This is an optimization exercise on Yosys and OpenROAD, whose aim is small area, not a production implementation. Only simulation tests tie the RTL to the original design; equivalence was not proved. Power and IR drop assume default switching activity. The flow treats the clock pin as an ideal source, which a real chip does not have.

==> inputs of nickel <==
==> flow/design.v (excerpt) <==
module triangle_assembler #(
    parameter int DEPTH     = 4,
    parameter int AF_MARGIN = 2
) (
    input  logic                clk_i,
    input  logic                rst_ni,
    input  logic                data_in_i,
    input  logic [11:0]         triangle_index_in_i,
    input  logic signed [17:0]  u_i,
    input  logic signed [17:0]  v_i,
    input  logic signed [17:0]  n_i,
    input  logic                clear_status_i,
    output logic                tri_valid_o,
    input  logic                tri_ready_i,
    output logic [11:0]         tri_index_o,
    output logic [2:0][17:0]    tri_u_o,
    output logic [2:0][17:0]    tri_v_o,
    output logic [2:0][17:0]    tri_n_o,
    output logic [9:0]          bbox_min_x_o,
    output logic [9:0]          bbox_max_x_o,
    output logic [9:0]          bbox_min_y_o,
    output logic [9:0]          bbox_max_y_o,
    output logic                almost_full_o,
    output logic                seq_error_o,
    output logic                overflow_o,
    output logic [15:0]         culled_count_o
);
clock: 6.0 ns
lec_check: 0
abc_area: 1
cap_margin: 20
core_margin: 2
core_utilization: 45
slew_margin: 20
run.sh (not shown) runs the stock make flow with config.mk's settings and CLKGATE_MAP_FILE= SYNTH_SCRIPT=/design/flow/synth_recipe.tcl, a recipe that flattens the netlist after the stock synthesis.
==> inputs of onyx, as changes to nickel <==
--- a/flow/design.v
+++ b/flow/design.v
@@ -27,30 +27,33 @@
             if (do_push && (wr_ptr_q == PTR_W'(i))) begin
                 mem_q[i] <= data_i;
             end
         end
     end
+    assign wr_ptr_q = rd_ptr_q + count_q[PTR_W-1:0];
+    always_ff @(posedge clk_i) begin
+        if (do_pop) begin
+            rd_ptr_q <= rd_ptr_q + 1'b1;
+        end
+    end
     always_ff @(posedge clk_i or negedge rst_ni) begin
         if (!rst_ni) begin
-            wr_ptr_q <= '0;
-            rd_ptr_q <= '0;
-            count_q  <= '0;
+            count_q <= '0;
         end else begin
-            if (do_push) begin
-                wr_ptr_q <= wr_ptr_q + 1'b1;
-            end
-            if (do_pop) begin
-                rd_ptr_q <= rd_ptr_q + 1'b1;
-            end
             case ({do_push, do_pop})
                 2'b10:   count_q <= count_q + 1'b1;
                 2'b01:   count_q <= count_q - 1'b1;
                 default: count_q <= count_q;
             endcase
         end
     end
-    assign data_o  = mem_q[rd_ptr_q];
+    always_comb begin
+        data_o = '0;
+        for (int i = 0; i < DEPTH; i++) begin
+            data_o = data_o | ({WIDTH{rd_ptr_q == PTR_W'(i)}} & mem_q[i]);
+        end
+    end
     assign full_o  = (count_q == FULL_COUNT);
     assign empty_o = (count_q == '0);
     assign count_o = count_q;
 endmodule
 module triangle_assembler #(
@@ -88,24 +91,34 @@
     localparam int CNT_W = $clog2(DEPTH) + 1;
     localparam logic [CNT_W-1:0] AF_LEVEL = CNT_W'(DEPTH - AF_MARGIN);
     function automatic logic above(input logic [COORD_W-1:0] c, input logic [BBOX_W-1:0] hi);
         above = !c[COORD_W-1] && ((c[COORD_W-2:BBOX_W] != '0) || (c[BBOX_W-1:0] > hi));
     endfunction
-    function automatic logic [BBOX_W-1:0] clamp(input logic [COORD_W-1:0] c, input logic [BBOX_W-1:0] hi);
-        if (c[COORD_W-1])   clamp = '0;
-        else if (above(c, hi)) clamp = hi;
-        else                clamp = c[BBOX_W-1:0];
-    endfunction
-    function automatic logic [2*BBOX_W-1:0] minmax3(input logic [BBOX_W-1:0] a, b, c);
-        logic ab, ac, bc;
-        logic [BBOX_W-1:0] mn, mx;
-        ab = a < b;
-        ac = a < c;
-        bc = b < c;
-        mn = ab ? (ac ? a : c) : (bc ? b : c);
-        mx = ab ? (bc ? c : b) : (ac ? c : a);
-        minmax3 = {mn, mx};
+    function automatic logic [2*BBOX_W-1:0] bbox3(
+        input logic [COORD_W-1:0] c0, c1, c2, input logic [BBOX_W-1:0] hi);
+        logic [2:0] neg, big;
+        logic [BBOX_W-1:0] a, b, c, mn, mx;
+        logic lt01, lt02, lt12, n0, n1, n2, x0, x1, x2, mn_neg, mx_big;
+        neg = {c2[COORD_W-1], c1[COORD_W-1], c0[COORD_W-1]};
+        big = {above(c2, hi), above(c1, hi), above(c0, hi)};
+        a = c0[BBOX_W-1:0];
+        b = c1[BBOX_W-1:0];
+        c = c2[BBOX_W-1:0];
+        lt01 = (neg[0] & !neg[1]) | (!big[0] & big[1]) | (!neg[0] & !neg[1] & !big[0] & !big[1] & (a < b));
+        lt02 = (neg[0] & !neg[2]) | (!big[0] & big[2]) | (!neg[0] & !neg[2] & !big[0] & !big[2] & (a < c));
+        lt12 = (neg[1] & !neg[2]) | (!big[1] & big[2]) | (!neg[1] & !neg[2] & !big[1] & !big[2] & (b < c));
+        n0 = lt01 & lt02;
+        n1 = !lt01 & lt12;
+        n2 = !n0 & !n1;
+        x0 = !lt01 & !lt02;
+        x1 = lt01 & !lt12;
+        x2 = !x0 & !x1;
+        mn = ({BBOX_W{n0}} & a) | ({BBOX_W{n1}} & b) | ({BBOX_W{n2}} & c);
+        mx = ({BBOX_W{x0}} & a) | ({BBOX_W{x1}} & b) | ({BBOX_W{x2}} & c);
+        mn_neg = (n0 & neg[0]) | (n1 & neg[1]) | (n2 & neg[2]);
+        mx_big = (x0 & big[0]) | (x1 & big[1]) | (x2 & big[2]);
+        bbox3 = {(mn_neg ? {BBOX_W{1'b0}} : mn), (mx_big ? hi : mx)};
     endfunction
     localparam logic [BBOX_W-1:0] X_MAX = 10'd639;
     localparam logic [BBOX_W-1:0] Y_MAX = 10'd479;
     logic [SVTX_W:0]      in_vtx;
     logic [SVTX_W:0]      slot0_q, slot1_q, slot2_q;
@@ -198,25 +211,22 @@
             overflow_q     <= overflow_q | drop_evt;
             culled_count_q <= culled_count_q + {15'd0, cull_evt};
         end
     end
     logic [SVTX_W-1:0]      hv [3];
-    logic [2:0][BBOX_W-1:0] cu, cv;
     assign hv[0] = head[3*SVTX_W-1 -: SVTX_W];
     assign hv[1] = head[2*SVTX_W-1 -: SVTX_W];
     assign hv[2] = head[SVTX_W-1 -: SVTX_W];
     for (genvar gi = 0; gi < 3; gi++) begin : g_vtx_out
         assign tri_u_o[gi] = hv[gi][SVTX_W-1 -: COORD_W];
         assign tri_v_o[gi] = hv[gi][SVTX_W-1-COORD_W -: COORD_W];
         assign tri_n_o[gi] = {1'b0, hv[gi][COORD_W-2:0]};
-        assign cu[gi] = clamp(hv[gi][SVTX_W-1 -: COORD_W], X_MAX);
-        assign cv[gi] = clamp(hv[gi][SVTX_W-1-COORD_W -: COORD_W], Y_MAX);
-    end
+    end
+    assign {bbox_min_x_o, bbox_max_x_o} = bbox3(tri_u_o[0], tri_u_o[1], tri_u_o[2], X_MAX);
+    assign {bbox_min_y_o, bbox_max_y_o} = bbox3(tri_v_o[0], tri_v_o[1], tri_v_o[2], Y_MAX);
     assign tri_valid_o    = !fifo_empty;
     assign tri_index_o    = head[PKT_W-1 -: INDEX_W];
-    assign {bbox_min_x_o, bbox_max_x_o} = minmax3(cu[0], cu[1], cu[2]);
-    assign {bbox_min_y_o, bbox_max_y_o} = minmax3(cv[0], cv[1], cv[2]);
     assign almost_full_o  = (fifo_count >= AF_LEVEL);
     assign seq_error_o    = seq_error_q;
     assign overflow_o     = overflow_q;
     assign culled_count_o = culled_count_q;
 endmodule
ABC_AREA = default   (was 1)
==> inputs of amber, as changes to nickel <==
--- a/flow/design.v
+++ b/flow/design.v
@@ -10,47 +10,65 @@
     output logic [WIDTH-1:0]         data_o,
     output logic                     full_o,
     output logic                     empty_o,
     output logic [$clog2(DEPTH):0]   count_o
 );
-    localparam int PTR_W = $clog2(DEPTH);
+    localparam int PTR_W  = $clog2(DEPTH);
+    localparam int RING_N = DEPTH - 1;
     localparam logic [PTR_W:0] FULL_COUNT = (PTR_W + 1)'(DEPTH);
-    logic [WIDTH-1:0]   mem_q [DEPTH];
-    logic [PTR_W-1:0]   wr_ptr_q;
-    logic [PTR_W-1:0]   rd_ptr_q;
+    logic [WIDTH-1:0]   head_q;
+    logic [WIDTH-1:0]   ring_q [RING_N];
+    logic [PTR_W-1:0]   wr_ptr_q, rd_ptr_q;
     logic [PTR_W:0]     count_q;
-    logic               do_push;
-    logic               do_pop;
+    logic               do_push, do_pop;
+    logic               head_from_in, head_en, ring_wr;
+    logic [WIDTH-1:0]   head_d;
     assign do_pop  = pop_i && (count_q != '0);
     assign do_push = push_i && ((count_q != FULL_COUNT) || do_pop);
+    assign head_from_in = (count_q[PTR_W:1] == '0);
+    assign head_en      = pop_i || (count_q == '0);
+    assign ring_wr      = do_push && !((count_q == '0) || ((count_q == (PTR_W + 1)'(1)) && do_pop));
+    logic [WIDTH-1:0] head_t0, head_t1;
+    logic             sel_hold, sel_in;
+    logic [RING_N-1:0] sel_ring;
+    assign sel_hold = !head_en;
+    assign sel_in   = head_en && head_from_in;
+    for (genvar gi = 0; gi < RING_N; gi++) begin : g_sel
+        assign sel_ring[gi] = head_en && !head_from_in && (rd_ptr_q == PTR_W'(gi));
+    end
+    assign head_t0 = ~(({WIDTH{sel_hold}} & head_q) | ({WIDTH{sel_in}} & data_i) |
+                       ({WIDTH{sel_ring[0]}} & ring_q[0]));
+    assign head_t1 = ~(({WIDTH{sel_ring[1]}} & ring_q[1]) | ({WIDTH{sel_ring[2]}} & ring_q[2]));
+    assign head_d  = ~(head_t0 & head_t1);
     always_ff @(posedge clk_i) begin
-        for (int i = 0; i < DEPTH; i++) begin
-            if (do_push && (wr_ptr_q == PTR_W'(i))) begin
-                mem_q[i] <= data_i;
+        head_q <= head_d;
+        for (int i = 0; i < RING_N; i++) begin
+            if (ring_wr && (wr_ptr_q == PTR_W'(i))) begin
+                ring_q[i] <= data_i;
             end
         end
     end
     always_ff @(posedge clk_i or negedge rst_ni) begin
         if (!rst_ni) begin
             wr_ptr_q <= '0;
             rd_ptr_q <= '0;
             count_q  <= '0;
         end else begin
-            if (do_push) begin
-                wr_ptr_q <= wr_ptr_q + 1'b1;
+            if (ring_wr) begin
+                wr_ptr_q <= (wr_ptr_q == PTR_W'(RING_N - 1)) ? '0 : wr_ptr_q + 1'b1;
             end
-            if (do_pop) begin
-                rd_ptr_q <= rd_ptr_q + 1'b1;
+            if (do_pop && !head_from_in) begin
+                rd_ptr_q <= (rd_ptr_q == PTR_W'(RING_N - 1)) ? '0 : rd_ptr_q + 1'b1;
             end
             case ({do_push, do_pop})
                 2'b10:   count_q <= count_q + 1'b1;
                 2'b01:   count_q <= count_q - 1'b1;
                 default: count_q <= count_q;
             endcase
         end
     end
-    assign data_o  = mem_q[rd_ptr_q];
+    assign data_o  = head_q;
     assign full_o  = (count_q == FULL_COUNT);
     assign empty_o = (count_q == '0);
     assign count_o = count_q;
 endmodule
 module triangle_assembler #(
@@ -88,24 +106,48 @@
     localparam int CNT_W = $clog2(DEPTH) + 1;
     localparam logic [CNT_W-1:0] AF_LEVEL = CNT_W'(DEPTH - AF_MARGIN);
     function automatic logic above(input logic [COORD_W-1:0] c, input logic [BBOX_W-1:0] hi);
         above = !c[COORD_W-1] && ((c[COORD_W-2:BBOX_W] != '0) || (c[BBOX_W-1:0] > hi));
     endfunction
-    function automatic logic [BBOX_W-1:0] clamp(input logic [COORD_W-1:0] c, input logic [BBOX_W-1:0] hi);
-        if (c[COORD_W-1])   clamp = '0;
-        else if (above(c, hi)) clamp = hi;
-        else                clamp = c[BBOX_W-1:0];
+    function automatic logic lt10(input logic [BBOX_W-1:0] a, b);
+        logic [BBOX_W-1:0] l, e;
+        logic l0, e0, l1, e1, l2, e2, l3, e3, l4, e4, la, ea, lb, eb;
+        l = ~a & b;
+        e = ~(a ^ b);
+        l0 = l[9] | (e[9] & l[8]);  e0 = e[9] & e[8];
+        l1 = l[7] | (e[7] & l[6]);  e1 = e[7] & e[6];
+        l2 = l[5] | (e[5] & l[4]);  e2 = e[5] & e[4];
+        l3 = l[3] | (e[3] & l[2]);  e3 = e[3] & e[2];
+        l4 = l[1] | (e[1] & l[0]);
+        la = l0 | (e0 & l1);        ea = e0 & e1;
+        lb = l2 | (e2 & l3);        eb = e2 & e3;
+        lt10 = la | (ea & (lb | (eb & l4)));
     endfunction
-    function automatic logic [2*BBOX_W-1:0] minmax3(input logic [BBOX_W-1:0] a, b, c);
-        logic ab, ac, bc;
-        logic [BBOX_W-1:0] mn, mx;
-        ab = a < b;
-        ac = a < c;
-        bc = b < c;
-        mn = ab ? (ac ? a : c) : (bc ? b : c);
-        mx = ab ? (bc ? c : b) : (ac ? c : a);
-        minmax3 = {mn, mx};
+    function automatic logic [2*BBOX_W-1:0] bbox3(
+        input logic [COORD_W-1:0] c0, c1, c2, input logic [BBOX_W-1:0] hi);
+        logic [2:0] neg, big;
+        logic [BBOX_W-1:0] a, b, c, mn, mx;
+        logic lt01, lt02, lt12, n0, n1, n2, x0, x1, x2, mn_neg, mx_big;
+        neg = {c2[COORD_W-1], c1[COORD_W-1], c0[COORD_W-1]};
+        big = {above(c2, hi), above(c1, hi), above(c0, hi)};
+        a = c0[BBOX_W-1:0];
+        b = c1[BBOX_W-1:0];
+        c = c2[BBOX_W-1:0];
+        lt01 = (neg[0] & !neg[1]) | (!big[0] & big[1]) | (!neg[0] & !neg[1] & !big[0] & !big[1] & lt10(a, b));
+        lt02 = (neg[0] & !neg[2]) | (!big[0] & big[2]) | (!neg[0] & !neg[2] & !big[0] & !big[2] & lt10(a, c));
+        lt12 = (neg[1] & !neg[2]) | (!big[1] & big[2]) | (!neg[1] & !neg[2] & !big[1] & !big[2] & lt10(b, c));
+        n0 = lt01 & lt02;
+        n1 = !lt01 & lt12;
+        n2 = !n0 & !n1;
+        x0 = !lt01 & !lt02;
+        x1 = lt01 & !lt12;
+        x2 = !x0 & !x1;
+        mn = ({BBOX_W{n0}} & a) | ({BBOX_W{n1}} & b) | ({BBOX_W{n2}} & c);
+        mx = ({BBOX_W{x0}} & a) | ({BBOX_W{x1}} & b) | ({BBOX_W{x2}} & c);
+        mn_neg = (n0 & neg[0]) | (n1 & neg[1]) | (n2 & neg[2]);
+        mx_big = (x0 & big[0]) | (x1 & big[1]) | (x2 & big[2]);
+        bbox3 = {(mn_neg ? {BBOX_W{1'b0}} : mn), (mx_big ? hi : mx)};
     endfunction
     localparam logic [BBOX_W-1:0] X_MAX = 10'd639;
     localparam logic [BBOX_W-1:0] Y_MAX = 10'd479;
     logic [SVTX_W:0]      in_vtx;
     logic [SVTX_W:0]      slot0_q, slot1_q, slot2_q;
@@ -198,25 +240,22 @@
             overflow_q     <= overflow_q | drop_evt;
             culled_count_q <= culled_count_q + {15'd0, cull_evt};
         end
     end
     logic [SVTX_W-1:0]      hv [3];
-    logic [2:0][BBOX_W-1:0] cu, cv;
     assign hv[0] = head[3*SVTX_W-1 -: SVTX_W];
     assign hv[1] = head[2*SVTX_W-1 -: SVTX_W];
     assign hv[2] = head[SVTX_W-1 -: SVTX_W];
     for (genvar gi = 0; gi < 3; gi++) begin : g_vtx_out
         assign tri_u_o[gi] = hv[gi][SVTX_W-1 -: COORD_W];
         assign tri_v_o[gi] = hv[gi][SVTX_W-1-COORD_W -: COORD_W];
         assign tri_n_o[gi] = {1'b0, hv[gi][COORD_W-2:0]};
-        assign cu[gi] = clamp(hv[gi][SVTX_W-1 -: COORD_W], X_MAX);
-        assign cv[gi] = clamp(hv[gi][SVTX_W-1-COORD_W -: COORD_W], Y_MAX);
-    end
+    end
+    assign {bbox_min_x_o, bbox_max_x_o} = bbox3(tri_u_o[0], tri_u_o[1], tri_u_o[2], X_MAX);
+    assign {bbox_min_y_o, bbox_max_y_o} = bbox3(tri_v_o[0], tri_v_o[1], tri_v_o[2], Y_MAX);
     assign tri_valid_o    = !fifo_empty;
     assign tri_index_o    = head[PKT_W-1 -: INDEX_W];
-    assign {bbox_min_x_o, bbox_max_x_o} = minmax3(cu[0], cu[1], cu[2]);
-    assign {bbox_min_y_o, bbox_max_y_o} = minmax3(cv[0], cv[1], cv[2]);
     assign almost_full_o  = (fifo_count >= AF_LEVEL);
     assign seq_error_o    = seq_error_q;
     assign overflow_o     = overflow_q;
     assign culled_count_o = culled_count_q;
 endmodule
==> flow/flow/run.sh (new file) <==
#!/bin/bash
# Standard ORFS layout (the standard.sh, standard synthesis unchanged) with
# area settings: port buffers of the smallest buffer cell, and a clock tree
# without dummy balancing loads, with up to 30 flip-flops per leaf buffer. Each tool's output goes to its own log here.
set -euo pipefail
export BUFFER_PORTS_ARGS="-buffer_cell sky130_fd_sc_hd__buf_1"
export CTS_ARGS="-sink_clustering_enable -repair_clock_nets -dont_use_dummy_load -sink_clustering_size 30 -sink_clustering_max_diameter 80"
bash standard.sh > flow_orfs.log 2>&1
==> flow/standard.sh (new file) <==
#!/bin/bash
# synth_recipe.tcl (not shown) runs the flow's synth.tcl, then flattens the netlist and writes it again
# the make line also repeats each setting of config.mk as NAME=value (left out here)
make -C /OpenROAD-flow-scripts/flow DESIGN_CONFIG=/design/flow/config.mk WORK_HOME=/design/flow/orfs CLKGATE_MAP_FILE= SYNTH_SCRIPT=/design/flow/synth_recipe.tcl "${@:-finish}"
ABC_AREA = default   (was 1)
CAP_MARGIN = 0   (was 20)
CORE_UTILIZATION = 75   (was 45)
SLEW_MARGIN = 0   (was 20)
removed: flow/run.sh
==> results.txt <==
metric                                                             onyx                    nickel     amber
Fin cells                                                          3675                      4559      2943
Max_slew headroom                                                 27.4%                     27.2%     20.6%
Standard-cell row count                                             102                       105        77
Post-CTS Resized                                                    101                       104         0
Cell seen most often among critical-path stages  sky130_fd_sc_hd__buf_4  sky130_fd_sc_hd__nand2_1         -
M2 GR Usage                                                       37.9%                     40.5%     52.8%
Data buffer area share                                            10.3%                     10.9%     4.13%
Worst hold slack across all endpoints                          0.332 ns                  0.324 ns  0.346 ns
Outcome                                        timing/DRC/antenna clean  timing/DRC/antenna clean  timing/DRC/antenna clean
Wire length on met3                                             6230 um                   6630 um   7710 um
Via density per instance                                           5.61                      5.37      7.01
Via Count                                                         20600                     24500     20600
Average wire per standard cell                                  25.4 um                   22.7 um   26.0 um
Arrival time at the worst endpoint                              4.72 ns                   4.67 ns   4.01 ns
Design Power                                                    13.7 mW                   28.4 mW   16.2 mW

## separate check: timing with driven ports
No port has a modelled driver above. Below, the same layouts with a new extraction and two added sets of constraints.
Step 1: set_driving_cell puts a clkbuf_16 on clk_i and a buf_2 on each other input, an assumption about the parent block.
Step 2 moves the port delays by t, midway between the first and last clock arrival at a register: inputs arrive t later, outputs are due t later. That takes back most of the time a late clock gives input paths.
Three values: ideal ports, drivers, drivers and shift; two values: the first two.
run	shift t [ns]	setup slack, ns	worst data-port slew with drivers (ns)
nickel	0.707	0.130 / 0.065 / 0.772	0.12
onyx	0.705	0.080 / 0.015 / 0.720	0.12
amber	0.617	0.794 / 0.734 / 1.351	0.12
After both steps every run listed still meets setup and hold.
